This is an optimization exercise on Yosys and OpenROAD, whose aim is small area, a short achievable clock period and few clock cycles per item, not a production implementation.
Where RTL was checked, it was by simulation tests only, not by an equivalence proof against the original.
Function not checked in runs 1 to 4: the RTL went through the layout flow alone.
Power and IR drop assume default switching activity.

==> design/flow/design.v <==
package bcld_pkg;
    localparam int unsigned BLK_W    = 32;
    localparam int unsigned SLOT_O_W = 4;
    typedef enum logic [0:0] {
        CMD_ACCESS  = 1'b0,
        CMD_RECLAIM = 1'b1
    } t_cmd;
    typedef enum logic [2:0] {
        ST_HIT      = 3'd0,
        ST_INSERTED = 3'd1,
        ST_FULL     = 3'd2,
        ST_RANGE    = 3'd3,
        ST_EVICTED  = 3'd4,
        ST_EMPTY    = 3'd5
    } t_status;
    typedef struct packed {
        logic touch;
        logic insert;
        logic evict;
    } t_lru_op;
endpackage
module block_cache_lru_directory_core (
    input  logic        i_clk,
    input  logic        i_rst_n,
    input  logic        i_in_valid,
    output logic        o_in_stall,
    input  logic [0:0]  i_cmd,
    input  logic [31:0] i_block_number,
    output logic        o_out_valid,
    input  logic        i_out_stall,
    output logic [2:0]  o_status,
    output logic [3:0]  o_slot,
    output logic [31:0] o_evicted_block,
    input  logic        i_cfg_we,
    input  logic [31:0] i_cfg_data
);
    localparam int N = 16;
    logic [31:0]  r_tag [N];
    logic [N-1:0] r_valid;
    logic [31:0]  r_size;
    logic         r_m [N][N];      
    logic         r2_v;
    logic         r2_cmd;
    logic         r2_rng;
    logic [31:0]  r2_key;
    logic [N-1:0] r2_eq;
    logic [N-1:0] r2_fix;
    logic         r2_fixeq;
    logic         r_ov;
    logic [2:0]   r_st;
    logic [3:0]   r_sl;
    logic [31:0]  r_ev;
    logic         q_v;
    logic [2:0]   q_st;
    logic [3:0]   q_sl;
    logic [31:0]  q_ev;
    logic         pop, r_ld;
    logic         adv, take, acc;
    logic [N-1:0] eq_in;
    logic [N-1:0] match, free_oh, victim, upd, ins_oh, evc_oh, sel_oh;
    logic         hit, full, empty, is_acc, go_acc, ins;
    logic [2:0]   n_st;
    logic [3:0]   n_sl;
    logic [31:0]  n_ev;
    logic         older [N][N];   
    assign adv        = r2_v & ~q_v;
    assign take       = ~r2_v | ~q_v;
    assign acc        = i_in_valid & take;
    assign o_in_stall = ~take;
    assign pop        = r_ov & ~i_out_stall;
    assign r_ld       = ~r_ov | pop;
    always_comb begin
        for (int i = 0; i < N; i++) begin
            eq_in[i] = (r_tag[i] == i_block_number);
        end
    end
    always_comb begin
        for (int i = 0; i < N; i++) begin
            match[i] = r_valid[i] & (r2_fix[i] ? r2_fixeq : r2_eq[i]);
        end
        hit   = |match;
        full  = &r_valid;
        empty = ~|r_valid;
        for (int i = 0; i < N; i++) begin
            free_oh[i] = ~r_valid[i];
            for (int k = 0; k < i; k++) begin
                free_oh[i] = free_oh[i] & r_valid[k];
            end
        end
        for (int j = 0; j < N; j++) begin
            for (int k = 0; k < N; k++) begin
                if (k < j) older[k][j] = ~r_valid[k] | r_m[k][j];
                else if (k > j) older[k][j] = ~r_valid[k] | ~r_m[j][k];
                else older[k][j] = 1'b1;
            end
        end
        for (int j = 0; j < N; j++) begin
            victim[j] = r_valid[j];
            for (int k = 0; k < N; k++) begin
                victim[j] = victim[j] & older[k][j];
            end
        end
        is_acc = ~r2_cmd;
        go_acc = is_acc & ~r2_rng;
        ins    = go_acc & ~hit;
        ins_oh = free_oh & {N{ins}};
        upd    = (match & {N{go_acc}}) | ins_oh;
        evc_oh = victim & {N{r2_cmd}};
        sel_oh = go_acc ? (match | (hit ? '0 : free_oh)) : evc_oh;
        n_sl = '0;
        n_ev = '0;
        for (int i = 0; i < N; i++) begin
            if (sel_oh[i]) n_sl = n_sl | 4'(i);
            if (evc_oh[i]) n_ev = n_ev | r_tag[i];
        end
        if (r2_cmd) n_st = empty ? 3'd5 : 3'd4;
        else if (r2_rng) n_st = 3'd3;
        else if (hit) n_st = 3'd0;
        else if (full) n_st = 3'd2;
        else n_st = 3'd1;
    end
    always_ff @(posedge i_clk) begin
        if (!i_rst_n) begin
            r2_v    <= 1'b0;
            r_ov    <= 1'b0;
            q_v     <= 1'b0;
            r_valid <= '0;
            r_size  <= '1;
        end else begin
            if (i_cfg_we) r_size <= i_cfg_data;
            if (take) r2_v <= i_in_valid;
            if (adv) begin
                r_valid <= (r_valid & ~evc_oh) | ins_oh;
            end
            if (r_ld) r_ov <= q_v | adv;
            q_v <= q_v ? ~pop : (adv & ~r_ld);
        end
    end
    always_ff @(posedge i_clk) begin
        if (acc) begin
            r2_cmd   <= i_cmd[0];
            r2_key   <= i_block_number;
            r2_eq    <= eq_in;
            r2_fixeq <= (i_block_number == r2_key);
            r2_rng   <= (i_block_number >= r_size);
            r2_fix   <= adv ? free_oh : '0;
        end
        if (!q_v) begin
            q_st <= n_st;
            q_sl <= n_sl;
            q_ev <= n_ev;
        end
        if (r_ld) begin
            r_st <= q_v ? q_st : n_st;
            r_sl <= q_v ? q_sl : n_sl;
            r_ev <= q_v ? q_ev : n_ev;
        end
    end
    for (genvar i = 0; i < N; i++) begin : g_tag
        always_ff @(posedge i_clk) begin
            if (adv && free_oh[i]) r_tag[i] <= r2_key;
        end
    end
    for (genvar i = 0; i < N; i++) begin : g_row
        for (genvar j = i + 1; j < N; j++) begin : g_col
            always_ff @(posedge i_clk) begin
                if (adv && upd[i]) r_m[i][j] <= 1'b1;
                else if (adv && upd[j]) r_m[i][j] <= 1'b0;
            end
        end
    end
    assign o_out_valid     = r_ov;
    assign o_status        = r_st;
    assign o_slot          = r_sl;
    assign o_evicted_block = r_ev;
endmodule
==> design/flow/run.sh <==
#!/bin/bash
# synth_recipe.tcl (not shown) runs the flow's synth.tcl, then flattens the netlist and writes it again
# the make line also repeats each setting of config.mk as NAME=value (left out here)
make -C /OpenROAD-flow-scripts/flow DESIGN_CONFIG=/design/flow/config.mk WORK_HOME=/design/flow/orfs CLKGATE_MAP_FILE= SYNTH_SCRIPT=/design/flow/synth_recipe.tcl finish
==> design/flow/config.mk <==
export PLATFORM = sky130hd
export DESIGN_NAME = block_cache_lru_directory_core
export DESIGN_NICKNAME = block_cache_lru_directory_core
export VERILOG_FILES = /design/flow/design.v
export SDC_FILE = /design/flow/constraint.sdc
export NUM_CORES = 4
export LEC_CHECK = 0
export CAP_MARGIN = 40
export CORE_MARGIN = 2
export CORE_UTILIZATION = 40
export SETUP_SLACK_MARGIN = 3.5
export SLEW_MARGIN = 40
==> design/flow/constraint.sdc <==
create_clock -name core_clock -period 7.5 [get_ports {i_clk}]
set_input_delay 1.5000 -clock core_clock [delete_from_list [all_inputs] [get_ports {i_clk}]]
set_output_delay 1.5000 -clock core_clock [all_outputs]
set_load 0.01 [all_outputs]
==> impl_summary.log, run 1 <==
INFO  metric total_vias_in_the_final_route = 28400
INFO  metric final_min_period_over_clock_period = 53.9%
INFO  metric hold_class = flop to flop
INFO  metric clock-sinks = 828
INFO  metric crit_path_end_kind = flop
INFO  metric gpl.final_weighted_congestion = 1.05
INFO  metric timing.critical_path.slowest_stage_cell = sky130_fd_sc_hd__a221oi_1
INFO  metric drive_above_1_share = 12.8%
INFO  metric worstReg2RegEnd = r_ev[28]$_DFFE_PP_
INFO  metric post-synth-top-area-fraction = 49.4%
INFO  metric core_region_area = 93200 um^2
INFO  metric largest_cells_by_area_after_synthesis = sky130_fd_sc_hd__edfxtp_1 49%, sky130_fd_sc_hd__xor2_1 13%, sky130_fd_sc_hd__dfxtp_1 11%
INFO  metric syn-cell-area = 37600 um^2
INFO  metric cap_violations = 0
INFO  metric crit_chain = buf_4 > inv_1 > buf_6 > o211ai_1 > nor4_4 > buf_4 > buf_4 > a22o_1 > a221oi_1 > nand4_1 > mux2_2
INFO  metric max_vdd_drop = 171 uV
INFO  metric final_nets = 3123
INFO  metric count_of_flip_flops_with_a_built_in_enable_after_synthesis = 618
INFO  metric avgRoutedWirePerCell = 40.3 um
INFO  metric vias_per_cell = 6.50
INFO  metric ff2ff_setup_slack = 3.46 ns
INFO  metric tritoncts = built
INFO  metric layout_commonest_cell = sky130_fd_sc_hd__edfxtp_1
INFO  metric cts_buffer_depth = 3
INFO  metric cpMostUsedCell = sky130_fd_sc_hd__buf_4
INFO  metric floorplan.initialDensity = 40.3%
INFO  metric p_leak = 0.0161 uW
INFO  metric critical_path_cell_count = 11
INFO  metric setup_repair_after_global_routing_missed_its_margin = false
INFO  metric hold_viol_final = 0
INFO  metric timing.fmax = 247 MHz
INFO  metric vias_in_the_first_global_route = 26900
INFO  metric synthesis.nets = 3004
INFO  metric seq_area_frac_synth = 60.5%
INFO  metric yosys_warnings = 4
INFO  metric final_antenna_net_count = 0
INFO  metric port_buffers = 110
INFO  metric cp_data_arrival_time = 4.48 ns
INFO  metric timing.final.max_slew_violations = 0
INFO  metric minimum_clock_period_after_layout = 4.04 ns
INFO  metric skew = 0.0384 ns
INFO  metric fp.dieH = 311 um
INFO  metric cts_inserted_buffers = 93
INFO  metric synth_cell_types = 72
INFO  metric min_path_cells = 2
INFO  metric num-fill-cells = 8253
INFO  metric cp-start-kind = flop
INFO  metric slew_headroom = 34.1%
INFO  metric rr_worst_depth = 11
INFO  metric critical_path_required = 7.94 ns
INFO  metric synth.largest_area_cell = sky130_fd_sc_hd__edfxtp_1
INFO  metric cts.root.buffer_cell = sky130_fd_sc_hd__clkbuf_16
INFO  metric finalHoldWorstSlack = 0.447 ns
INFO  metric worst_hold_path_startpoint = q_st[1]$_DFF_P_
INFO  metric worst_path_dominant_cell_family = buffers and inverters
INFO  metric die_area = 96500 um^2
INFO  metric setup_viol = 0
INFO  metric ys_dominant_reg_cell = sky130_fd_sc_hd__edfxtp_1
INFO  metric power_density = 243 nW/um^2
INFO  metric syn-instance-count = 2902
INFO  metric global_route_wire_length_before_repair = 236000 um
INFO  metric timing.hold.worst_endpoint = q_st[1]$_DFF_P_
INFO  metric routed_wirelength = 176000 um
INFO  metric post_synthesis_async_set_or_reset_flop_share = 0%
INFO  metric drc = 0
INFO  metric dp_hpwl = 122000 um
INFO  metric synth.ff_latch_count = 828
INFO  metric final.setup.tns = 0 ns
INFO  metric drt_pass1_iterations = 5
INFO  metric drt_iter0_drc = 4751
INFO  metric max_slew.worst_pin.slew = 0.980 ns
INFO  metric timing.critical_path.buf_inv = 5
INFO  metric insertion_delay_to_the_later_sink_of_the_worst_skew_pair = 0.70 ns
INFO  metric mostFrequentLayoutCells = 618 x sky130_fd_sc_hd__edfxtp_1, 539 x sky130_fd_sc_hd__xor2_1, 209 x sky130_fd_sc_hd__dfxtp_1, 156 x sky130_fd_sc_hd__nand2_1, 140 x sky130_fd_sc_hd__a22o_1
INFO  metric areaGrowthSynthToFinish = 17.3%
INFO  metric die_width = 311 um
INFO  metric globalRoute.totalOverflow = 0
INFO  metric globalRouteTotalUtil = 35.6%
INFO  metric status = no timing/DRC/antenna violations
INFO  metric post_cts.repair.setup_buffers = 0
INFO  metric number_of_antenna_violations_at_the_first_check_in_global_routing = 12
INFO  metric path_clk_slew = 0.06 ns
INFO  metric r2r-start = r_valid[0]$_SDFFE_PN0P_
INFO  metric synth.avg_cell_area = 13.0 um^2
INFO  metric timing.critical_path.fanout_max = 19
INFO  metric ios = 111
INFO  metric timing.critical_path.slowest_cell_delay = 0.42 ns
INFO  metric cts-htree-levels = 3
INFO  metric timing_worst_setup_path_type = flop to flop
INFO  metric grt_max_degree = 64
INFO  metric placementRows = 112
## state kept, by name, summed over array words and instances (netlist names), 3 cells and up
name	flops
r2_key	32
r_st	3
r_size	32
q_st	3
q_ev	32
r_sl	4
q_sl	4
r_m	120
r_valid	16
r2_fix	16
r_ev	32
r_tag	512
r2_eq	16
## cell usage after synthesis, drive strengths merged (35+ instances only)
| cell | instances |
|---|---|
| a21o | 118 |
| a21oi | 35 |
| a221oi | 131 |
| a22o | 140 |
| a22oi | 37 |
| clkbuf | 162 |
| dfxtp | 210 |
| edfxtp | 618 |
| inv | 48 |
| mux2 | 49 |
| nand2 | 159 |
| nand2b | 71 |
| nand4 | 78 |
| nor2 | 61 |
| nor4 | 158 |
| o2111ai | 37 |
| o211ai | 39 |
| xor2 | 544 |
## worst max path at each step
| stage | slack (ns) | from | end |
|---|---|---|---|
| 2_1_floorplan | 3.43 | r_valid[1]$_SDFFE_PN0P_ | r_tag[7][0]$_DFFE_PP_ |
| 3_3_place_gp | 2.78 | i_block_number[29] | r2_rng$_DFFE_PP_ |
| 3_5_place_dp | 3.15 | i_block_number[0] | r2_rng$_DFFE_PP_ |
| 4_1_cts | 3.54 | r_valid[0]$_SDFFE_PN0P_ | r_ev[22]$_DFFE_PP_ |
| 5_1_grt | 3.53 | r_valid[0]$_SDFFE_PN0P_ | r_ev[22]$_DFFE_PP_ |
| 6_report | 3.46 | r_valid[0]$_SDFFE_PN0P_ | r_ev[28]$_DFFE_PP_ |
## area by class of cell
type / count / area [um^2] / share of cell area [%]
diodes: 7 / 17.5 / 0.0397
flip-flops and latches: 828 / 22800 / 51.6
well taps: 1254 / 1570 / 3.56
multi-input cells: 1831 / 14300 / 32.5
clock buffers: 117 / 2490 / 5.65
repair buffers: 218 / 1950 / 4.43
inverters: 49 / 184 / 0.417
clock inverters: 58 / 761 / 1.73
## cells by family after synthesis
family                     count (synthesis)  synth area share [%]
DFF                                      828                  60.5
xor gates and xnor gates                 544                  12.7
adders and majority gates                 32                  1.07
and+or+nand+nor                          611                  8.93
muxes                                     50                  1.50
buffers and inverters                    243                  2.56
AOI/OAI and AO/OA                        594                  12.7
## what timing repair did
item	4_1_cts	5_1_grt
endpoints found under the hold margin	0	0
gates resized for setup	1	0
hold buffers	0	0
setup endpoints to repair	2	0
## per-stage QoR
step | setup slack [ns] | utilization [%] | power (uW) | instances | cell area [um^2]
after global routing | 3.53 | 47.3 | 10900 | 4355 | 44100
after detailed placement | 3.15 | 43.8 | 5860 | 4180 | 40800
final | 3.46 | 47.3 | 10700 | 4362 | 44100
after CTS | 3.54 | 47.3 | 10700 | 4355 | 44000
after floorplan | 3.43 | - | 5470 | 2902 | 37600
after global placement | 2.78 | 43.4 | 5860 | 4172 | 40500
## tightest hold or removal path, delay by kind of cell, from the launching register on
kind / cells / cell delay [ns]
DFF: 1 / 0.30
AOI/OAI and AO/OA: 1 / 0.06
and+or+nand+nor: 1 / 0.04
## where the power goes
| part | internal (uW) | total [uW] | leakage (uW) | switching [uW] |
|---|---|---|---|---|
| Combinational | 206 | 680 | 0.00711 | 474 |
| Sequential | 5010 | 5120 | 0.00745 | 105 |
| Clock | 2890 | 4910 | 0.00157 | 2020 |
## per-layer routing
layer  share of wire [%]  vias up  global-route usage [%]
li1                    -    11300                       -
met1                  37    14400                    46.0
met4                 6.6       12                    19.8
met2                  44     2251                    53.3
met5               0.046        -                       0
met3                  12      445                    10.5
==> run 2, diff against run 1 <==
--- a/design/flow/config.mk
+++ b/design/flow/config.mk
@@ -8,5 +8,5 @@
 export CAP_MARGIN = 40
 export CORE_MARGIN = 2
 export CORE_UTILIZATION = 40
-export SETUP_SLACK_MARGIN = 3.5
+export SETUP_SLACK_MARGIN = 4.5
 export SLEW_MARGIN = 40
==> run 2 against run 1 <==
Net effect:
- die area unchanged
- largest power group unchanged
- fmax up 27%
- register-to-register slack better by 0.89 ns
- still clean
- non-clock buffer count up 77
- sequential cell count unchanged
- critical path depth down 5
- worst setup slack better by 0.86 ns
==> impl_summary.log, run 2 <==
INFO  metric status = no timing/DRC/antenna violations
INFO  metric final.setup.tns = 0 ns (unchanged)
INFO  metric yosys_warnings = 4 (unchanged)
INFO  metric worstReg2RegEnd = r_ev[10]$_DFFE_PP_
INFO  metric post_cts_hold_fix_bufs = 0 (unchanged)
INFO  metric drive_above_1_share = 17.5% (+4.7 points)
INFO  metric hold_class = flop to flop
INFO  metric cp_data_arrival_time = 3.71 ns (-0.77 ns)
INFO  metric layout_setup_ws = 4.32 ns (+0.863 ns)
INFO  metric timing.fmax = 315 MHz (+27%)
INFO  metric dominant_combinational_cell_family_by_area_after_synthesis = compound AO/OA/AOI/OAI gates
INFO  metric power_density = 229 nW/um^2 (-5.7%)
INFO  metric hold_viol_final = 0 (unchanged)
INFO  metric ff2ff_setup_slack = 4.35 ns (+0.89 ns)
INFO  metric cts_inserted_buffers = 93 (unchanged)
INFO  metric layout_commonest_cell = sky130_fd_sc_hd__edfxtp_1
INFO  metric critical_path_required = 8.03 ns (+0.09 ns)
INFO  metric count_of_flip_flops_with_a_built_in_enable_after_synthesis = 618 (unchanged)
INFO  metric grt_max_degree = 64 (unchanged)
INFO  metric synth-simple-area-share = 8.93% (unchanged)
INFO  metric synth.cells.most_frequent = 618 x sky130_fd_sc_hd__edfxtp_1, 544 x sky130_fd_sc_hd__xor2_1, 210 x sky130_fd_sc_hd__dfxtp_1
INFO  metric gpl.final_weighted_congestion = 1.21 (+15%)
INFO  metric final_nets = 3201 (+2.5%)
INFO  metric syn-cell-area = 37600 um^2 (unchanged)
INFO  metric placementRows = 112 (unchanged)
INFO  metric vias_in_the_first_global_route = 27100 (+0.60%)
INFO  metric floorplan.initialDensity = 40.3% (unchanged)
INFO  metric finish.utilization = 48.8% (+1.5 points)
INFO  metric post-synth-top-area-fraction = 49.4% (unchanged)
INFO  metric ios = 111 (unchanged)
INFO  metric ys_dominant_reg_cell = sky130_fd_sc_hd__edfxtp_1
INFO  metric synth_xor_area_share = 12.7% (unchanged)
INFO  metric synth_cell_types = 72 (unchanged)
INFO  metric flip_flop_count_of_the_largest_register_all_copies_and_words_added = 512 (unchanged)
INFO  metric setup_repair_after_global_routing_missed_its_margin = true
INFO  metric timing.critical_path.slowest_cell_delay = 0.68 ns (+0.26 ns)
INFO  metric post_synthesis_async_set_or_reset_flop_share = 0% (unchanged)
INFO  metric post_synth_mux_area_share = 1.50% (unchanged)
INFO  metric synthesis.nets = 3004 (unchanged)
INFO  metric p_leak = 0.0170 uW (+5.5%)
INFO  metric mostFrequentLayoutCells = 618 x sky130_fd_sc_hd__edfxtp_1, 534 x sky130_fd_sc_hd__xor2_1, 200 x sky130_fd_sc_hd__dfxtp_1, 148 x sky130_fd_sc_hd__nand2_1, 139 x sky130_fd_sc_hd__a22o_1
INFO  metric share_of_the_synthesized_area_in_compound_gates_ao_oa_aoi_oai = 12.7% (unchanged)
INFO  metric routed_wirelength = 166000 um (-5.8%)
INFO  metric number_of_antenna_violations_at_the_first_check_in_global_routing = 18 (+6)
INFO  metric drc = 0 (unchanged)
INFO  metric finalHoldWorstSlack = 0.468 ns (+0.0211 ns)
INFO  metric place_ws = 3.32 ns (+0.172 ns)
INFO  metric max_vdd_drop = 147 uV (-14%)
INFO  metric port_buffers = 110 (unchanged)
INFO  metric cts_buffer_depth = 3 (unchanged)
INFO  metric max_slew.worst_pin.slew = 0.961 ns (-0.0184 ns)
INFO  metric final_min_period_over_clock_period = 42.4% (-12 points)
INFO  metric synth.largest_area_cell = sky130_fd_sc_hd__edfxtp_1
INFO  metric syn-instance-count = 2902 (unchanged)
INFO  metric crit_path_end_kind = flop
INFO  metric largest_registers = r_tag: 512 flops, r_m: 120 flops
INFO  metric fp.dieH = 311 um (unchanged)
INFO  metric tritoncts = built
INFO  metric synth.avg_cell_area = 13.0 um^2 (unchanged)
INFO  metric rr_worst_depth = 9 (-2)
INFO  metric die_width = 311 um (unchanged)
INFO  metric timing.final.max_slew_violations = 0 (unchanged)
INFO  metric final_antenna_net_count = 0 (unchanged)
INFO  metric worst_hold_path_startpoint = q_sl[3]$_DFF_P_
INFO  metric timing.critical_path.slowest_stage_cell = sky130_fd_sc_hd__nor4_1
INFO  metric clock-sinks = 828 (unchanged)
INFO  metric path_clk_slew = 0.07 ns (about the same)
INFO  metric globalRoute.totalOverflow = 0 (unchanged)
INFO  metric slew_headroom = 35.7% (+1.6 points)
INFO  metric synth_fa_ha_area_share = 1.07% (unchanged)
INFO  metric cts-htree-levels = 3 (unchanged)
INFO  metric timing.critical_path.fanout_max = 19 (unchanged)
INFO  metric dp_hpwl = 106000 um (-13%)
INFO  metric avgRoutedWirePerCell = 37.3 um (-7.4%)
INFO  metric minimum_clock_period_after_layout = 3.18 ns (-0.863 ns)
INFO  metric yosys.cell_count.top_type = sky130_fd_sc_hd__edfxtp_1
INFO  metric crit_chain = clkdlybuf4s50_1 > buf_4 > xor2_1 > nor4_1 > nand4_1 > nor2_1
INFO  metric setup_viol = 0 (unchanged)
INFO  metric min_path_cells = 2 (unchanged)
INFO  metric timing_worst_setup_path_type = input port to flop
INFO  metric synth.ff_latch_count = 828 (unchanged)
INFO  metric drt_iter0_drc = 5569 (+17%)
INFO  metric vias_per_cell = 6.62 (+1.9%)
INFO  metric globalRouteTotalUtil = 33.3% (-2.3 points)
INFO  metric die_area = 96500 um^2 (unchanged)
INFO  metric core_region_area = 93200 um^2 (unchanged)
INFO  metric cap_violations = 0 (unchanged)
INFO  metric drt_pass1_iterations = 8 (+3)
INFO  metric skew = 0.0535 ns (+0.0151 ns)
INFO  metric largest_cells_by_area_after_synthesis = sky130_fd_sc_hd__edfxtp_1 49%, sky130_fd_sc_hd__xor2_1 13%, sky130_fd_sc_hd__dfxtp_1 11%
INFO  metric global_route_wire_length_before_repair = 225000 um (-4.8%)
INFO  metric seq_area_frac_synth = 60.5% (unchanged)
INFO  metric areaGrowthSynthToFinish = 21.0%
INFO  metric cts.root.buffer_cell = sky130_fd_sc_hd__clkbuf_16
INFO  metric r2r-start = r_valid[2]$_SDFFE_PN0P_
INFO  metric total_vias_in_the_final_route = 29400 (+3.6%)
INFO  metric timing.hold.worst_endpoint = q_sl[3]$_DFF_P_
INFO  metric max_flop_register = r_tag
INFO  metric cp-start-kind = input port
INFO  metric insertion_delay_to_the_later_sink_of_the_worst_skew_pair = 0.70 ns (about the same)
## run 2: changes by cell type in the layout (fill, tap and decap cells not counted), moves of 10 or more
| cell | previous run | this run |
|---|---|---|
| sky130_fd_sc_hd__dlygate4sd2_1 | 0 | 42 |
| sky130_fd_sc_hd__o2111ai_2 | 0 | 11 |
| sky130_fd_sc_hd__buf_4 | 100 | 123 |
| sky130_fd_sc_hd__bufinv_16 | 15 | 5 |
| sky130_fd_sc_hd__buf_12 | 1 | 31 |
| sky130_fd_sc_hd__buf_6 | 2 | 25 |
| sky130_fd_sc_hd__nor4_4 | 13 | 23 |
| sky130_fd_sc_hd__clkinvlp_4 | 7 | 17 |
| sky130_fd_sc_hd__clkdlybuf4s50_1 | 104 | 50 |
| sky130_fd_sc_hd__o2111ai_1 | 37 | 24 |
## run 2: routing by layer
| metal | up-vias | GRT usage (%) | share of wire (%) |
|---|---|---|---|
| li1 | 11500 | - | - |
| met5 | - | 0.543 | 0.16 |
| met1 | 14500 | 41.3 | 35 |
| met4 | 26 | 20.0 | 8.0 |
| met2 | 2751 | 47.9 | 41 |
| met3 | 655 | 14.3 | 16 |
## run 2: area by class of cell
class / count / area, um^2
Antenna cell: 3 / 7.51
Clock buffer: 120 / 2550
Clock inverter: 55 / 470
Fill cell: 8023 / 47700
Inverter: 49 / 204
Multi-Input combinational cell: 1832 / 15000
Sequential cell: 828 / 22800
Tap cell: 1254 / 1570
Timing Repair Buffer: 295 / 2950
## run 2: cells by family (layout without fill, tap and decap cells)
| logic type | after synthesis | in the layout |
|---|---|---|
| flip-flops | 828 | 828 |
| AND/OR/NAND/NOR | 611 | 612 |
| AO/OA/AOI/OAI | 594 | 594 |
| XOR/XNOR | 544 | 544 |
| buffers and inverters | 243 | 519 |
| multiplexers | 50 | 50 |
| adder cells (fa/ha/maj) | 32 | 32 |
| other | 0 | 3 |
## run 2: how the worst max path moves through the flow
stage	end	depth (start not counted)	start
2_1_floorplan	r_tag[2][0]$_DFFE_PP_	4	r_valid[0]$_SDFFE_PN0P_
3_3_place_gp	r2_rng$_DFFE_PP_	7	i_block_number[14]
5_1_grt	r_ev[10]$_DFFE_PP_	9	r_valid[1]$_SDFFE_PN0P_
3_5_place_dp	r_ev[10]$_DFFE_PP_	8	r_valid[4]$_SDFFE_PN0P_
4_1_cts	r2_rng$_DFFE_PP_	9	i_block_number[18]
6_report	r2_eq[3]$_DFFE_PP_	6	i_block_number[11]
## run 2: power by group
| part | switching [uW] | total (uW) | internal (uW) |
|---|---|---|---|
| combinational | 488 | 731 | 243 |
| sequential | 100 | 5110 | 5010 |
| clock | 1990 | 4580 | 2590 |
## run 2: what timing repair did
item / in CTS / in global routing
endpoints found under the setup margin: 578 / 230
pin swaps: 17 / 19
setup buffers: 48 / 58
resized for setup: 170 / 116
gates cloned: 0 / 1
## run 2: worst max-delay path: cells and delay by family
family	cells	cell delay [ns]
xor gates and xnor gates	1	0.14
buffers and inverters	2	0.82
and+or+nand+nor	3	1.22
## run 2: stage by stage
stage               total power, uW  area [um^2]  std cells
finish                        10400        45500       4436
global route                  10600        45500       4433
floorplan                      5470        37700       2902
global placement               5810        40300       4151
detailed placement             5820        40400       4151
CTS                           10300        44300       4374
==> run 3, diff against run 2 <==
--- a/design/flow/design.v
+++ b/design/flow/design.v
@@ -53,11 +53,11 @@
     logic         q_v;
     logic [2:0]   q_st;
     logic [3:0]   q_sl;
-    logic [31:0]  q_ev;
+    logic [N-1:0] q_rd;
     logic         pop, r_ld;
     logic         adv, take, acc;
     logic [N-1:0] eq_in;
-    logic [N-1:0] match, free_oh, victim, upd, ins_oh, evc_oh, sel_oh;
+    logic [N-1:0] match, free_oh, victim, upd, ins_oh, evc_oh, sel_oh, rd_oh;
     logic         hit, full, empty, is_acc, go_acc, ins;
     logic [2:0]   n_st;
     logic [3:0]   n_sl;
@@ -108,10 +108,16 @@
         evc_oh = victim & {N{r2_cmd}};
         sel_oh = go_acc ? (match | (hit ? '0 : free_oh)) : evc_oh;
         n_sl = '0;
+        for (int i = 0; i < N; i++) begin
+            if (sel_oh[i]) n_sl = n_sl | 4'(i);
+        end
+        for (int i = 0; i < N; i++) begin
+            q_rd[i] = (q_st == 3'd4) && (q_sl == 4'(i));
+        end
+        rd_oh = q_v ? q_rd : evc_oh;
         n_ev = '0;
         for (int i = 0; i < N; i++) begin
-            if (sel_oh[i]) n_sl = n_sl | 4'(i);
-            if (evc_oh[i]) n_ev = n_ev | r_tag[i];
+            if (rd_oh[i]) n_ev = n_ev | r_tag[i];
         end
         if (r2_cmd) n_st = empty ? 3'd5 : 3'd4;
         else if (r2_rng) n_st = 3'd3;
@@ -148,12 +154,11 @@
         if (!q_v) begin
             q_st <= n_st;
             q_sl <= n_sl;
-            q_ev <= n_ev;
         end
         if (r_ld) begin
             r_st <= q_v ? q_st : n_st;
             r_sl <= q_v ? q_sl : n_sl;
-            r_ev <= q_v ? q_ev : n_ev;
+            r_ev <= n_ev;
         end
     end
     for (genvar i = 0; i < N; i++) begin : g_tag
--- a/design/flow/config.mk
+++ b/design/flow/config.mk
@@ -8,5 +8,5 @@
 export CAP_MARGIN = 40
 export CORE_MARGIN = 2
 export CORE_UTILIZATION = 40
-export SETUP_SLACK_MARGIN = 4.5
+export SETUP_SLACK_MARGIN = 5.0
 export SLEW_MARGIN = 40
==> run 3 against run 2 <==
Net effect:
- sequential share of layout area is 7.6 points lower
- global-route usage is 5.9 points higher
- cell count is 5.5% higher
- worst setup slack better by 0.17 ns
- via count is 10% higher
- largest power group unchanged
- sequential cell count is 32 lower
- final area is 15% higher
- clock power is 4.6% lower
- critical endpoint is now r_sl[3]$_DFFE_PP_
- die area is 2.0% lower
- register-to-register slack better by 0.14 ns
==> impl_summary.log, run 3 <==
INFO  metric syn-instance-count = 2855 (-1.6%)
INFO  metric layout_commonest_cell = sky130_fd_sc_hd__edfxtp_1
INFO  metric ff_latch_area = 22200 um^2 (-2.8%)
INFO  metric timing.critical_path.slowest_stage_cell = sky130_fd_sc_hd__or3b_4
INFO  metric synthesis.nets = 2957 (-1.6%)
INFO  metric drt_pass1_iterations = 10 (+2)
INFO  metric final_antenna_net_count = 0 (unchanged)
INFO  metric globalRouteTotalUtil = 39.2% (+5.9 points)
INFO  metric hold_class = flop to flop
INFO  metric post-synth-top-area-fraction = 50.4% (+1.0 points)
INFO  metric gpl.final_weighted_congestion = 1.15 (-5.2%)
INFO  metric seq_area_frac_synth = 60.1% (-0.48 points)
INFO  metric crit_chain = buf_12 > buf_4 > buf_6 > and4_4 > buf_6 > nand4_1 > buf_4 > or3b_4 > o21a_4 > o211ai_1 > o32a_1
INFO  metric cts_buffer_depth = 3 (unchanged)
INFO  metric clock-sinks = 796 (-3.9%)
INFO  metric hold_viol_final = 0 (unchanged)
INFO  metric total_vias_in_the_final_route = 32400 (+10%)
INFO  metric mostFrequentLayoutCells = 618 x sky130_fd_sc_hd__edfxtp_1, 476 x sky130_fd_sc_hd__xor2_1, 264 x sky130_fd_sc_hd__buf_4, 165 x sky130_fd_sc_hd__dfxtp_1, 138 x sky130_fd_sc_hd__a22o_1
INFO  metric global_route_wire_length_before_repair = 252000 um (+12%)
INFO  metric worst_hold_path_startpoint = r_m[138]$_SDFFE_PP1P_
INFO  metric timing_worst_setup_path_type = flop to flop
INFO  metric timing.final.max_slew_violations = 0 (unchanged)
INFO  metric r2r-start = r_valid[2]$_SDFFE_PN0P_
INFO  metric final_min_period_over_clock_period = 40.1% (-2.3 points)
INFO  metric die_width = 307 um (-1.0%)
INFO  metric cap_violations = 0 (unchanged)
INFO  metric final_cells = 4679 (+5.5%)
INFO  metric cp-start-kind = flop
INFO  metric count_of_flip_flops_with_a_built_in_enable_after_synthesis = 618 (unchanged)
INFO  metric die_area = 94500 um^2 (-2.0%)
INFO  metric cts-htree-levels = 3 (unchanged)
INFO  metric cts.root.buffer_cell = sky130_fd_sc_hd__clkbuf_16
INFO  metric synth.cells.most_frequent = 618 x sky130_fd_sc_hd__edfxtp_1, 544 x sky130_fd_sc_hd__xor2_1, 178 x sky130_fd_sc_hd__dfxtp_1
INFO  metric yosys.cell_count.top_type = sky130_fd_sc_hd__edfxtp_1
INFO  metric port_buffers = 110 (unchanged)
INFO  metric drc = 0 (unchanged)
INFO  metric final_nets = 3510 (+9.7%)
INFO  metric fp.dieH = 307 um (-1.0%)
INFO  metric multi_input_area = 17800 um^2 (+19%)
INFO  metric vias_in_the_first_global_route = 29700 (+9.6%)
INFO  metric timing.critical_path.fanout_max = 4 (-15)
INFO  metric tritoncts = built
INFO  metric post_synthesis_async_set_or_reset_flop_share = 0% (unchanged)
INFO  metric cts_inserted_buffers = 88 (-5.4%)
INFO  metric setup_repair_after_global_routing_missed_its_margin = true
INFO  metric placementRows = 111 (-0.89%)
INFO  metric skew = 0.0539 ns (+0.000393 ns)
INFO  metric insertion_delay_to_the_later_sink_of_the_worst_skew_pair = 0.71 ns (about the same)
INFO  metric p_leak = 0.0196 uW (+15%)
INFO  metric max_flop_register = r_tag
INFO  metric yosys_warnings = 4 (unchanged)
INFO  metric max_slew.worst_pin.slew = 1.02 ns (+0.0596 ns)
INFO  metric status = no timing/DRC/antenna violations
INFO  metric floorplan.initialDensity = 40.3% (-0.041 points)
INFO  metric ys_dominant_reg_cell = sky130_fd_sc_hd__edfxtp_1
INFO  metric minimum_clock_period_after_layout = 3.01 ns (-0.170 ns)
INFO  metric largest_cells_by_area_after_synthesis = sky130_fd_sc_hd__edfxtp_1 50%, sky130_fd_sc_hd__xor2_1 13%, sky130_fd_sc_hd__dfxtp_1 9.7%
INFO  metric slew_headroom = 31.7% (-4.0 points)
INFO  metric core_region_area = 91400 um^2 (-1.9%)
INFO  metric flip_flop_count_of_the_largest_register_all_copies_and_words_added = 512 (unchanged)
INFO  metric path_clk_slew = 0.06 ns (about the same)
INFO  metric final.setup.tns = 0 ns (unchanged)
INFO  metric drive_above_1_share = 35.3% (+18 points)
INFO  metric ios = 111 (unchanged)
INFO  metric cp_data_arrival_time = 3.49 ns (-0.22 ns)
INFO  metric setup_viol = 0 (unchanged)
INFO  metric synth_cell_types = 79 (+9.7%)
INFO  metric vias_per_cell = 6.93 (+4.6%)
INFO  metric areaGrowthSynthToFinish = 41.7%
INFO  metric critical_path_required = 7.99 ns (-0.04 ns)
INFO  metric timing.critical_path.slowest_cell_delay = 0.41 ns (-0.27 ns)
INFO  metric syn-cell-area = 36800 um^2 (-2.0%)
INFO  metric timing.fmax = 332 MHz (+5.7%)
INFO  metric num-fill-cells = 6929 (-14%)
INFO  metric power_density = 196 nW/um^2 (-14%)
INFO  metric routed_wirelength = 195000 um (+18%)
INFO  metric max_vdd_drop = 182 uV (+24%)
INFO  metric number_of_antenna_violations_at_the_first_check_in_global_routing = 17 (-1)
INFO  metric grt_max_degree = 64 (unchanged)
INFO  metric crit_path_end_kind = flop
INFO  metric crit_path_start = r_valid[2]$_SDFFE_PN0P_
INFO  metric drt_iter0_drc = 6164 (+11%)
INFO  metric synth.avg_cell_area = 12.9 um^2 (-0.42%)
INFO  metric synth.ff_latch_count = 796 (-3.9%)
INFO  metric avgRoutedWirePerCell = 41.7 um (+12%)
INFO  metric largest_registers = r_tag: 512 flops, r_m: 120 flops
INFO  metric globalRoute.totalOverflow = 0 (unchanged)
INFO  metric number_of_cells_after_detailed_placement = 4062 (-2.1%)
INFO  metric synth.largest_area_cell = sky130_fd_sc_hd__edfxtp_1
INFO  metric dp_hpwl = 110000 um (+3.1%)
## run 3: logic make-up (layout without fill, tap and decap cells)
| group | after synthesis | count (layout) | share of synthesized area [%] |
|---|---|---|---|
| multiplexers | 18 | 18 | 0.547 |
| AO/OA/AOI/OAI | 614 | 617 | 13.6 |
| AND/OR/NAND/NOR | 611 | 620 | 9.09 |
| buffers and inverters | 240 | 855 | 2.67 |
| adder cells (fa/ha/maj) | 32 | 32 | 1.09 |
| other | 0 | 11 | 0 |
| XOR/XNOR | 544 | 544 | 12.9 |
| flip-flops | 796 | 796 | 60.1 |
## run 3: power by group
| part | total [uW] | internal (uW) | switching (uW) |
|---|---|---|---|
| Combinational | 915 | 345 | 570 |
| Sequential | 4940 | 4830 | 109 |
| Clock | 4370 | 2470 | 1900 |
| Total | 10200 | 7650 | 2580 |
## run 3: worst max-delay path: cells and delay by family (launching register included)
kind	cells	cell delay, ns
flops	1	0.34
simple gates	3	0.97
compound gates	3	0.76
buf+inv	5	0.74
## run 3: area by class of cell
| class | count | share of cell area (%) |
|---|---|---|
| Antenna cell | 11 | 0.0527 |
| Clock buffer | 118 | 4.69 |
| Clock inverter | 46 | 0.770 |
| Inverter | 55 | 0.436 |
| Multi-Input combinational cell | 1831 | 34.0 |
| Sequential cell | 796 | 42.5 |
| Tap cell | 1186 | 2.84 |
| Timing Repair Buffer | 636 | 14.7 |
## run 3: per-stage QoR
| step | total power [uW] | utilization (%) | instance area (um^2) | hold slack (ns) | setup WS, ns |
|---|---|---|---|---|---|
| final | 10200 | 57.1 | 52200 | 0.463 | 4.49 |
| after global routing | 10400 | 57.1 | 52200 | 0.490 | 4.53 |
| after CTS | 10100 | 54.0 | 49300 | 0.461 | 4.57 |
| after detailed placement | 5630 | 43.7 | 39900 | 0.450 | 3.36 |
| after global placement | 5620 | 43.5 | 39700 | 0.445 | 2.72 |
| after floorplan | 5340 | - | 38100 | 0.430 | 4.24 |
## run 3: metal layers
metal / track usage [%] / share of wire, %
met4: 32.6 / 12
met3: 16.9 / 16
met1: 45.2 / 32
met2: 56.2 / 41
met5: 0.879 / 0.18
## run 3: worst paths after layout
path | slack, ns | cells past startpoint | end
max | 4.49 | 11 | r_sl[3]$_DFFE_PP_
min | 0.46 | 2 | r_m[138]$_SDFFE_PP1P_
max reg2reg | 4.49 | 11 | r_sl[3]$_DFFE_PP_
min reg2reg | 0.46 | 2 | r_m[138]$_SDFFE_PP1P_
## run 3: what timing repair did
item / in CTS / in global routing
pin swaps: 181 / 227
cloned: 41 / 13
endpoints found under the setup margin: 802 / 595
setup buffers: 284 / 104
gates resized for setup: 883 / 293
hold buffers: 0 / 0
==> run 4, diff against run 3 <==
--- a/design/flow/config.mk
+++ b/design/flow/config.mk
@@ -8,5 +8,5 @@
 export CAP_MARGIN = 40
 export CORE_MARGIN = 2
 export CORE_UTILIZATION = 40
-export SETUP_SLACK_MARGIN = 5.0
+export SETUP_SLACK_MARGIN = 4.8
 export SLEW_MARGIN = 40
==> run 4 against run 3 <==
Net effect:
- global-route usage shrank 0.16 points
- via count shrank 3.0%
- power increased by 3.2%
- cell count shrank 1.0%
- synthesized cell count unchanged
- sequential cell count is the same
- critical path depth shrank 5
- count of clock-buffer cells in the layout increased by 6
- sequential power is essentially flat
- routed wire length decreased by 2.0%
- utilization shrank 1.8 points
- critical endpoint is now r2_eq[5]$_DFFE_PP_
- highest routed layer unchanged
==> impl_summary.log, run 4 <==
INFO  metric routed_wirelength = 191000 um (-2.0%)
INFO  metric max_flop_register = r_tag
INFO  metric vias_in_the_first_global_route = 29100 (-2.0%)
INFO  metric total_vias_in_the_final_route = 31400 (-3.0%)
INFO  metric synth.avg_cell_area = 12.9 um^2 (unchanged)
INFO  metric gpl.final_weighted_congestion = 1.08 (-6.2%)
INFO  metric cts-htree-levels = 3 (unchanged)
INFO  metric synthesis.nets = 2957 (unchanged)
INFO  metric rr_worst_depth = 11 (unchanged)
INFO  metric yosys.cell_count.top_type = sky130_fd_sc_hd__edfxtp_1
INFO  metric synth.cells.most_frequent = 618 x sky130_fd_sc_hd__edfxtp_1, 544 x sky130_fd_sc_hd__xor2_1, 178 x sky130_fd_sc_hd__dfxtp_1
INFO  metric timing.critical_path.buf_inv = 2 (-3)
INFO  metric drt_iter0_drc = 5319 (-14%)
INFO  metric slew_headroom = 31.0% (-0.68 points)
INFO  metric timing.critical_path.fanout_max = 9 (+5)
INFO  metric worstReg2RegEnd = r_ev[20]$_DFFE_PP_
INFO  metric largest_registers = r_tag: 512 flops, r_m: 120 flops
INFO  metric final_min_period_over_clock_period = 39.1% (-0.97 points)
INFO  metric hold_viol_final = 0 (unchanged)
INFO  metric crit_path_end_kind = flop
INFO  metric clock-sinks = 796 (unchanged)
INFO  metric yosys_warnings = 4 (unchanged)
INFO  metric areaGrowthSynthToFinish = 37.2%
INFO  metric max_vdd_drop = 192 uV (+5.7%)
INFO  metric place_ws = 3.22 ns (-0.134 ns)
INFO  metric timing_worst_setup_path_type = input port to flop
INFO  metric timing.fmax = 341 MHz (+2.5%)
INFO  metric flip_flop_count_of_the_largest_register_all_copies_and_words_added = 512 (unchanged)
INFO  metric worst_path_dominant_cell_family = simple AND/OR/NAND/NOR gates
INFO  metric setup_viol = 0 (unchanged)
INFO  metric synth_cell_types = 79 (unchanged)
INFO  metric final.setup.tns = 0 ns (unchanged)
INFO  metric status = no timing/DRC/antenna violations
INFO  metric syn-cell-area = 36800 um^2 (unchanged)
INFO  metric cts_inserted_buffers = 92 (+4.5%)
INFO  metric ff2ff_setup_slack = 4.60 ns (+0.11 ns)
INFO  metric timing.final.max_slew_violations = 0 (unchanged)
INFO  metric minimum_clock_period_after_layout = 2.94 ns (-0.0725 ns)
INFO  metric timing.critical_path.slowest_stage_cell = sky130_fd_sc_hd__nand4_1
INFO  metric r2r-start = r_valid[6]$_SDFFE_PN0P_
INFO  metric grt_max_degree = 64 (unchanged)
INFO  metric crit_chain = dlygate4sd2_1 > buf_12 > xor2_2 > nor4_2 > nand4_1 > nor2_1
INFO  metric placementRows = 111 (unchanged)
INFO  metric timing.critical_path.slowest_cell_delay = 0.56 ns (+0.15 ns)
INFO  metric core_region_area = 91400 um^2 (unchanged)
INFO  metric synth.largest_area_cell = sky130_fd_sc_hd__edfxtp_1
INFO  metric floorplan.initialDensity = 40.3% (unchanged)
INFO  metric drt_pass1_iterations = 7 (-3)
INFO  metric layout_setup_ws = 4.56 ns (+0.0725 ns)
INFO  metric fp.dieH = 307 um (unchanged)
INFO  metric cp_data_arrival_time = 3.45 ns (-0.04 ns)
INFO  metric die_area = 94500 um^2 (unchanged)
INFO  metric count_of_flip_flops_with_a_built_in_enable_after_synthesis = 618 (unchanged)
INFO  metric seq_area_frac_synth = 60.1% (unchanged)
INFO  metric layout_commonest_cell = sky130_fd_sc_hd__edfxtp_1
INFO  metric ys_dominant_reg_cell = sky130_fd_sc_hd__edfxtp_1
INFO  metric cts.root.buffer_cell = sky130_fd_sc_hd__clkbuf_16
INFO  metric hold_class = flop to flop
INFO  metric globalRouteTotalUtil = 39.0% (-0.16 points)
INFO  metric setup_repair_after_global_routing_missed_its_margin = true
INFO  metric die_width = 307 um (unchanged)
INFO  metric power_density = 209 nW/um^2 (+6.6%)
INFO  metric insertion_delay_to_the_later_sink_of_the_worst_skew_pair = 0.69 ns (-0.02 ns)
INFO  metric global_route_wire_length_before_repair = 251000 um (-0.57%)
INFO  metric cts_buffer_depth = 3 (unchanged)
INFO  metric final_nets = 3461 (-1.4%)
INFO  metric max_slew.worst_pin.slew = 1.03 ns (+0.0102 ns)
INFO  metric tritoncts = built
INFO  metric synth.ff_latch_count = 796 (unchanged)
INFO  metric skew = 0.0646 ns (+0.0107 ns)
INFO  metric final_total_power = 10600 uW (+3.2%)
INFO  metric min_path_cells = 2 (unchanged)
INFO  metric syn-instance-count = 2855 (unchanged)
INFO  metric worst_hold_path_startpoint = r_m[90]$_SDFFE_PP1P_
INFO  metric post_synthesis_async_set_or_reset_flop_share = 0% (unchanged)
INFO  metric ios = 111 (unchanged)
INFO  metric port_buffers = 110 (unchanged)
INFO  metric mostFrequentLayoutCells = 618 x sky130_fd_sc_hd__edfxtp_1, 511 x sky130_fd_sc_hd__xor2_1, 277 x sky130_fd_sc_hd__buf_4, 163 x sky130_fd_sc_hd__dfxtp_1, 141 x sky130_fd_sc_hd__a22o_1
INFO  metric p_leak = 0.0192 uW (-2.1%)
INFO  metric drc = 0 (unchanged)
INFO  metric vias_per_cell = 6.79 (-2.0%)
INFO  metric globalRoute.totalOverflow = 0 (unchanged)
INFO  metric cap_violations = 0 (unchanged)
INFO  metric avgRoutedWirePerCell = 41.3 um (-0.99%)
INFO  metric number_of_antenna_violations_at_the_first_check_in_global_routing = 9 (-8)
INFO  metric path_clk_slew = 0.06 ns (about the same)
INFO  metric largest_cells_by_area_after_synthesis = sky130_fd_sc_hd__edfxtp_1 50%, sky130_fd_sc_hd__xor2_1 13%, sky130_fd_sc_hd__dfxtp_1 9.7%
INFO  metric post-synth-top-area-fraction = 50.4% (unchanged)
INFO  metric timing.hold.worst_endpoint = r_m[90]$_SDFFE_PP1P_
INFO  metric cp-start-kind = input port
INFO  metric dp_hpwl = 118000 um (+7.3%)
INFO  metric critical_path_required = 8.02 ns (+0.03 ns)
INFO  metric final_antenna_net_count = 0 (unchanged)
INFO  metric drive_above_1_share = 32.0% (-3.4 points)
run 4: cell families after synthesis:
| kind of cell | count (synthesis) | synth area share, % |
|---|---|---|
| XOR/XNOR | 544 | 12.9 |
| AND/OR/NAND/NOR | 611 | 9.09 |
| buffers and inverters | 240 | 2.67 |
| multiplexers | 18 | 0.547 |
| AO/OA/AOI/OAI | 614 | 13.6 |
| flip-flops | 796 | 60.1 |
| adder cells (fa/ha/maj) | 32 | 1.09 |
run 4: worst max path at each step:
stage	startpoint	end	slack, ns	depth (start not counted)
global placement	i_block_number[29]	r2_eq[15]$_DFFE_PP_	3.11	5
floorplan	i_block_number[0]	r2_rng$_DFFE_PP_	4.24	11
global route	r_valid[6]$_SDFFE_PN0P_	r_ev[20]$_DFFE_PP_	4.60	11
CTS	r2_v$_SDFFE_PN0N_	o_in_stall	4.64	2
detailed placement	i_block_number[30]	r2_eq[12]$_DFFE_PP_	3.22	6
finish	i_block_number[12]	r2_eq[5]$_DFFE_PP_	4.56	6
run 4: per-stage QoR:
stage / area, um^2 / cells / hold WS (ns) / util [%]
CTS: 48300 / 4529 / 0.459 / 52.8
finish: 50500 / 4631 / 0.463 / 55.3
global route: 50500 / 4624 / 0.470 / 55.3
floorplan: 37100 / 2855 / 0.430 / -
global placement: 39800 / 4063 / 0.445 / 43.5
detailed placement: 40000 / 4070 / 0.450 / 43.8
run 4: cell type report:
cell class | instances | area [um^2]
multi-input combinational | 1829 | 17000
clock inverter | 49 | 604
antenna | 7 | 17.5
inverter | 55 | 245
sequential | 796 | 22200
timing repair buffer | 585 | 6500
fill | 7433 | 40800
clock buffer | 124 | 2560
tap | 1186 | 1480
run 4: where the power goes:
part           internal, uW  total (uW)  switching, uW
registers              4830        4940            109
logic                   316         863            547
clock network          2790        4750           1950
total                  7940       10600           2610
run 4: tightest hold or removal path, cell delays in order (launching register included):
cell and delay, ns:
sky130_fd_sc_hd__dfxtp_1 0.32, sky130_fd_sc_hd__nand2_1 0.06, sky130_fd_sc_hd__nand2_1 0.04
run 4: what timing repair did:
| item | CTS | global route |
|---|---|---|
| endpoints found under the setup margin | 802 | 248 |
| setup buffers | 258 | 86 |
| gates cloned | 28 | 9 |
| pin swaps | 128 | 184 |
| hold buffers | 0 | 0 |
| gates resized for setup | 712 | 251 |
run 4: layer usage:
| layer | vias to the layer above | GRT usage, % | routed length (um) |
|---|---|---|---|
| li1 | 12000 | - | - |
| met1 | 15600 | 46.8 | 65400 |
| met2 | 2910 | 58.7 | 81700 |
| met3 | 875 | 11.0 | 23800 |
| met4 | 10 | 31.4 | 20000 |
| met5 | - | 0.258 | 137 |
==> run 5, diff against run 4 <==
--- a/design/flow/design.v
+++ b/design/flow/design.v
@@ -50,25 +50,18 @@
     logic [2:0]   r_st;
     logic [3:0]   r_sl;
     logic [31:0]  r_ev;
-    logic         q_v;
-    logic [2:0]   q_st;
-    logic [3:0]   q_sl;
-    logic [N-1:0] q_rd;
-    logic         pop, r_ld;
     logic         adv, take, acc;
     logic [N-1:0] eq_in;
-    logic [N-1:0] match, free_oh, victim, upd, ins_oh, evc_oh, sel_oh, rd_oh;
+    logic [N-1:0] match, free_oh, victim, upd, ins_oh, evc_oh, sel_oh;
     logic         hit, full, empty, is_acc, go_acc, ins;
     logic [2:0]   n_st;
     logic [3:0]   n_sl;
     logic [31:0]  n_ev;
     logic         older [N][N];   
-    assign adv        = r2_v & ~q_v;
-    assign take       = ~r2_v | ~q_v;
+    assign adv        = r2_v & (~r_ov | ~i_out_stall);
+    assign take       = ~r2_v | adv;
     assign acc        = i_in_valid & take;
     assign o_in_stall = ~take;
-    assign pop        = r_ov & ~i_out_stall;
-    assign r_ld       = ~r_ov | pop;
     always_comb begin
         for (int i = 0; i < N; i++) begin
             eq_in[i] = (r_tag[i] == i_block_number);
@@ -108,16 +101,10 @@
         evc_oh = victim & {N{r2_cmd}};
         sel_oh = go_acc ? (match | (hit ? '0 : free_oh)) : evc_oh;
         n_sl = '0;
+        n_ev = '0;
         for (int i = 0; i < N; i++) begin
             if (sel_oh[i]) n_sl = n_sl | 4'(i);
-        end
-        for (int i = 0; i < N; i++) begin
-            q_rd[i] = (q_st == 3'd4) && (q_sl == 4'(i));
-        end
-        rd_oh = q_v ? q_rd : evc_oh;
-        n_ev = '0;
-        for (int i = 0; i < N; i++) begin
-            if (rd_oh[i]) n_ev = n_ev | r_tag[i];
+            if (evc_oh[i]) n_ev = n_ev | r_tag[i];
         end
         if (r2_cmd) n_st = empty ? 3'd5 : 3'd4;
         else if (r2_rng) n_st = 3'd3;
@@ -129,17 +116,17 @@
         if (!i_rst_n) begin
             r2_v    <= 1'b0;
             r_ov    <= 1'b0;
-            q_v     <= 1'b0;
             r_valid <= '0;
             r_size  <= '1;
         end else begin
             if (i_cfg_we) r_size <= i_cfg_data;
             if (take) r2_v <= i_in_valid;
             if (adv) begin
+                r_ov    <= 1'b1;
                 r_valid <= (r_valid & ~evc_oh) | ins_oh;
+            end else if (!i_out_stall) begin
+                r_ov <= 1'b0;
             end
-            if (r_ld) r_ov <= q_v | adv;
-            q_v <= q_v ? ~pop : (adv & ~r_ld);
         end
     end
     always_ff @(posedge i_clk) begin
@@ -151,13 +138,9 @@
             r2_rng   <= (i_block_number >= r_size);
             r2_fix   <= adv ? free_oh : '0;
         end
-        if (!q_v) begin
-            q_st <= n_st;
-            q_sl <= n_sl;
-        end
-        if (r_ld) begin
-            r_st <= q_v ? q_st : n_st;
-            r_sl <= q_v ? q_sl : n_sl;
+        if (adv) begin
+            r_st <= n_st;
+            r_sl <= n_sl;
             r_ev <= n_ev;
         end
     end
--- a/design/flow/config.mk
+++ b/design/flow/config.mk
@@ -8,5 +8,4 @@
 export CAP_MARGIN = 40
 export CORE_MARGIN = 2
 export CORE_UTILIZATION = 40
-export SETUP_SLACK_MARGIN = 4.8
 export SLEW_MARGIN = 40
==> run 5 against run 4 <==
Net effect:
- global-route usage decreased by 4.0 points
- still clean on timing, DRC and antenna
- critical path depth unchanged
- critical endpoint is now r_m[52]$_SDFFE_PP1P_
- largest power group unchanged
- cell count decreased by 10%
- sequential cell count decreased by 8
==> impl_summary.log, run 5 <==
INFO  metric status = no timing/DRC/antenna violations
INFO  metric cts-htree-levels = 3 (unchanged)
INFO  metric final_total_power = 9960 uW (-5.6%)
INFO  metric gpl.final_weighted_congestion = 1.12 (+3.8%)
INFO  metric global_route_wire_length_before_repair = 226000 um (-9.9%)
INFO  metric fp.dieH = 306 um (-0.53%)
INFO  metric synth.cells.most_frequent = 618 x sky130_fd_sc_hd__edfxtp_1, 544 x sky130_fd_sc_hd__xor2_1, 170 x sky130_fd_sc_hd__dfxtp_1
INFO  metric seqPwrFrac = 49.0% (+2.2 points)
INFO  metric cts.repair.resized = 0 (-100%)
INFO  metric syn-cell-area = 36400 um^2 (-1.1%)
INFO  metric die_area = 93500 um^2 (-1.0%)
INFO  metric vias_in_the_first_global_route = 26100 (-10%)
INFO  metric min_path_cells = 1 (-1)
INFO  metric globalRouteTotalUtil = 35.0% (-4.0 points)
INFO  metric cp_data_arrival_time = 4.93 ns (+1.48 ns)
INFO  metric final_nets = 3021 (-13%)
INFO  metric timing.final.max_slew_violations = 0 (unchanged)
INFO  metric core_region_area = 90100 um^2 (-1.4%)
INFO  metric insertion_delay_to_the_later_sink_of_the_worst_skew_pair = 0.66 ns (-0.03 ns)
INFO  metric syn-instance-count = 2804 (-1.8%)
INFO  metric avgRoutedWirePerCell = 40.3 um (-2.5%)
INFO  metric final.setup.tns = 0 ns (unchanged)
INFO  metric place_ws = 3.06 ns (-0.164 ns)
INFO  metric net-switching-power = 2370 uW (-9.3%)
INFO  metric largest_registers = r_tag: 512 flops, r_m: 120 flops
INFO  metric floorplan.initialDensity = 40.4% (+0.12 points)
INFO  metric clock_power_share = 44.4% (-0.6 points)
INFO  metric cp-start-kind = flop
INFO  metric cap_violations = 0 (unchanged)
INFO  metric clock-sinks = 788 (-1.0%)
INFO  metric final_antenna_net_count = 0 (unchanged)
INFO  metric drive_above_1_share = 11.4% (-21 points)
INFO  metric cts_inserted_buffers = 88 (-4.3%)
INFO  metric final_min_period_over_clock_period = 59.3% (+20 points)
INFO  metric slew_headroom = 33.4% (+2.4 points)
INFO  metric power_density = 236 nW/um^2 (+13%)
INFO  metric drc = 0 (unchanged)
INFO  metric synth.avg_cell_area = 13.0 um^2 (+0.74%)
INFO  metric die_width = 306 um (-0.53%)
INFO  metric final_area = 42300 um^2 (-16%)
INFO  metric post_dp_cell_area = 39300 um^2 (-1.9%)
INFO  metric dp_hpwl = 115000 um (-2.1%)
INFO  metric routed_wirelength = 168000 um (-12%)
INFO  metric areaGrowthSynthToFinish = 16.0%
INFO  metric minimum_clock_period_after_layout = 4.45 ns (+1.51 ns)
INFO  metric power.switching_fraction = 23.8% (-0.96 points)
INFO  metric timing.critical_path.fanout_max = 16 (+7)
INFO  metric yosys_warnings = 4 (unchanged)
INFO  metric placementRows = 110 (-0.90%)
INFO  metric max_slew.worst_pin.slew = 0.990 ns (-0.0414 ns)
INFO  metric grt_max_degree = 64 (unchanged)
INFO  metric post_cts.repair.setup_buffers = 0 (-100%)
INFO  metric tritoncts = built
INFO  metric number_of_antenna_violations_at_the_first_check_in_global_routing = 9 (unchanged)
INFO  metric total_vias_in_the_final_route = 27700 (-12%)
INFO  metric timing.fmax = 225 MHz (-34%)
INFO  metric timing_worst_setup_path_type = flop to flop
INFO  metric ios = 111 (unchanged)
INFO  metric critical_path_required = 7.99 ns (-0.03 ns)
INFO  metric layout_setup_ws = 3.05 ns (-1.51 ns)
INFO  metric hold_viol_final = 0 (unchanged)
INFO  metric num-fill-cells = 7912 (+6.4%)
INFO  metric comb_power_share = 6.6% (-1.6 points)
INFO  metric max_vdd_drop = 171 uV (-11%)
INFO  metric post_synthesis_async_set_or_reset_flop_share = 0% (unchanged)
INFO  metric skew = 0.0349 ns (-0.0297 ns)
INFO  metric count_of_flip_flops_with_a_built_in_enable_after_synthesis = 618 (unchanged)
INFO  metric setup_viol = 0 (unchanged)
INFO  metric vias_per_cell = 6.65 (-2.0%)
INFO  metric synth.ff_latch_count = 788 (-1.0%)
INFO  metric p_leak = 0.0154 uW (-20%)
INFO  metric post_cts_hold_fix_bufs = 0 (unchanged)
INFO  metric globalRoute.totalOverflow = 0 (unchanged)
INFO  metric largest_cells_by_area_after_synthesis = sky130_fd_sc_hd__edfxtp_1 51%, sky130_fd_sc_hd__xor2_1 13%, sky130_fd_sc_hd__dfxtp_1 9.3%
INFO  metric path_clk_slew = 0.06 ns (about the same)
INFO  metric post-synth-top-area-fraction = 50.9% (+0.54 points)
INFO  metric yosys.cell_count.top_type = sky130_fd_sc_hd__edfxtp_1
INFO  metric drt_iter0_drc = 4805 (-9.7%)
INFO  metric port_buffers = 110 (unchanged)
INFO  metric hold_class = flop to flop
INFO  metric rr_worst_depth = 6 (-5)
INFO  metric max_flop_register = r_tag
INFO  metric cell_internal_pwr = 7590 uW (-4.4%)
INFO  metric crit_path_end_kind = flop
INFO  metric flip_flop_count_of_the_largest_register_all_copies_and_words_added = 512 (unchanged)
INFO  metric synth.largest_area_cell = sky130_fd_sc_hd__edfxtp_1
INFO  metric synthesis.nets = 2906 (-1.7%)
INFO  metric synth_cell_types = 68 (-14%)
INFO  metric setup_repair_after_global_routing_missed_its_margin = false
INFO  metric cts_buffer_depth = 3 (unchanged)
INFO  metric layout_commonest_cell = sky130_fd_sc_hd__edfxtp_1
INFO  metric drt_pass1_iterations = 8 (+1)
INFO  metric seq_area_frac_synth = 60.3% (+0.20 points)
INFO  metric cts.root.buffer_cell = sky130_fd_sc_hd__clkbuf_16
INFO  metric ys_dominant_reg_cell = sky130_fd_sc_hd__edfxtp_1
INFO  metric mostFrequentLayoutCells = 618 x sky130_fd_sc_hd__edfxtp_1, 540 x sky130_fd_sc_hd__xor2_1, 170 x sky130_fd_sc_hd__dfxtp_1, 141 x sky130_fd_sc_hd__a22o_1, 132 x sky130_fd_sc_hd__a221oi_1
[run 5: worst paths after layout]
path | from | endpoint | slack [ns]
max reg2reg | r2_fixeq$_DFFE_PP_ | r_m[52]$_SDFFE_PP1P_ | 3.05
min reg2reg | r_m[43]$_SDFFE_PP1P_ | r_m[43]$_SDFFE_PP1P_ | 0.47
min | r_m[43]$_SDFFE_PP1P_ | r_m[43]$_SDFFE_PP1P_ | 0.47
max | r2_fixeq$_DFFE_PP_ | r_m[52]$_SDFFE_PP1P_ | 3.05
[run 5: final cells by class]
| class | count | area, um^2 | share of cell area (%) |
|---|---|---|---|
| diodes | 2 | 5.00 | 0.0118 |
| clock buffers | 124 | 2480 | 5.87 |
| clock inverters | 31 | 400 | 0.947 |
| inverters | 46 | 173 | 0.408 |
| multi-input cells | 1777 | 13900 | 32.8 |
| flip-flops and latches | 788 | 22000 | 51.9 |
| well taps | 1176 | 1470 | 3.48 |
| repair buffers | 218 | 1930 | 4.57 |
[run 5: worst max-delay path: stages (launching register included)]
cell and delay, ns:
sky130_fd_sc_hd__edfxtp_1 0.65, sky130_fd_sc_hd__mux2_2 0.41, sky130_fd_sc_hd__a222oi_1 0.57, sky130_fd_sc_hd__nand4_2 0.72, sky130_fd_sc_hd__o41ai_1 1.06, sky130_fd_sc_hd__and2_1 0.72
sky130_fd_sc_hd__o21ai_0 0.16
[run 5: through the flow]
stage               utilization, %  std cells  hold slack, ns
floorplan                        -       2804           0.435
global placement              43.5       4001           0.454
finish                        46.9       4162           0.475
global route                  46.9       4160           0.490
CTS                           46.8       4158           0.472
detailed placement            43.6       4003           0.459
[run 5: kinds of logic after synthesis]
| group | count (synthesis) | share of synthesized area (%) |
|---|---|---|
| XOR/XNOR | 544 | 13.1 |
| multiplexers | 17 | 0.532 |
| AND/OR/NAND/NOR | 599 | 9.04 |
| buffers and inverters | 239 | 2.74 |
| flip-flops | 788 | 60.3 |
| AO/OA/AOI/OAI | 585 | 13.2 |
| adder cells (fa/ha/maj) | 32 | 1.10 |
[run 5: power by group through the flow]
stage	sequential, uW	combinational, uW	clock [uW]
after floorplan	4940	289	0
after global placement	4970	624	0
after detailed placement	4970	627	0
after CTS	4880	631	4440
after global routing	4890	665	4600
final	4880	655	4420
[run 5: metal layers]
metal / vias up / GRT usage [%] / part of all wire, %
met5: - / 0 / 0.034
met4: 10 / 18.1 / 6.2
met3: 420 / 10.2 / 13
met2: 2279 / 53.5 / 44
met1: 14000 / 45.3 / 37
li1: 11000 / - / -
Testbench counts of run 5, summed over its fixed seeds: cycles 24,016, requests 24,000.

-- re-timing with driven ports --
Ports are ideal in the flow. The routed layouts listed here were re-timed in OpenROAD.
Step 1 sets driving cells, clkbuf_16 on the clock port and buf_2 on the other inputs (assumed; they add their load-dependent delay and slew).
Step 2 also shifts input and output timing later by t, the mid clock arrival at the registers, as if the neighbouring blocks saw the same clock.
Three values: ideal ports, drivers, drivers and shift; two values: the first two.
run | t, ns | slack for setup (ns) | worst setup path after step 2
run 1 | 0.755 | 3.459 / 3.459 / 3.080 | input to register
run 2 | 0.744 | 4.322 / 4.348 / 3.618 | input to register
run 3 | 0.768 | 4.492 / 4.492 / 3.884 | input to register
run 4 | 0.734 | 4.565 / 4.580 / 3.881 | input to register
run 5 | 0.708 | 3.052 / 3.052 / 3.052 | register to register
After both steps every run listed still meets setup and hold. For run 2, which loses most, drivers alone change the setup slack by +0.026 ns; drivers and shift together by -0.704 ns.
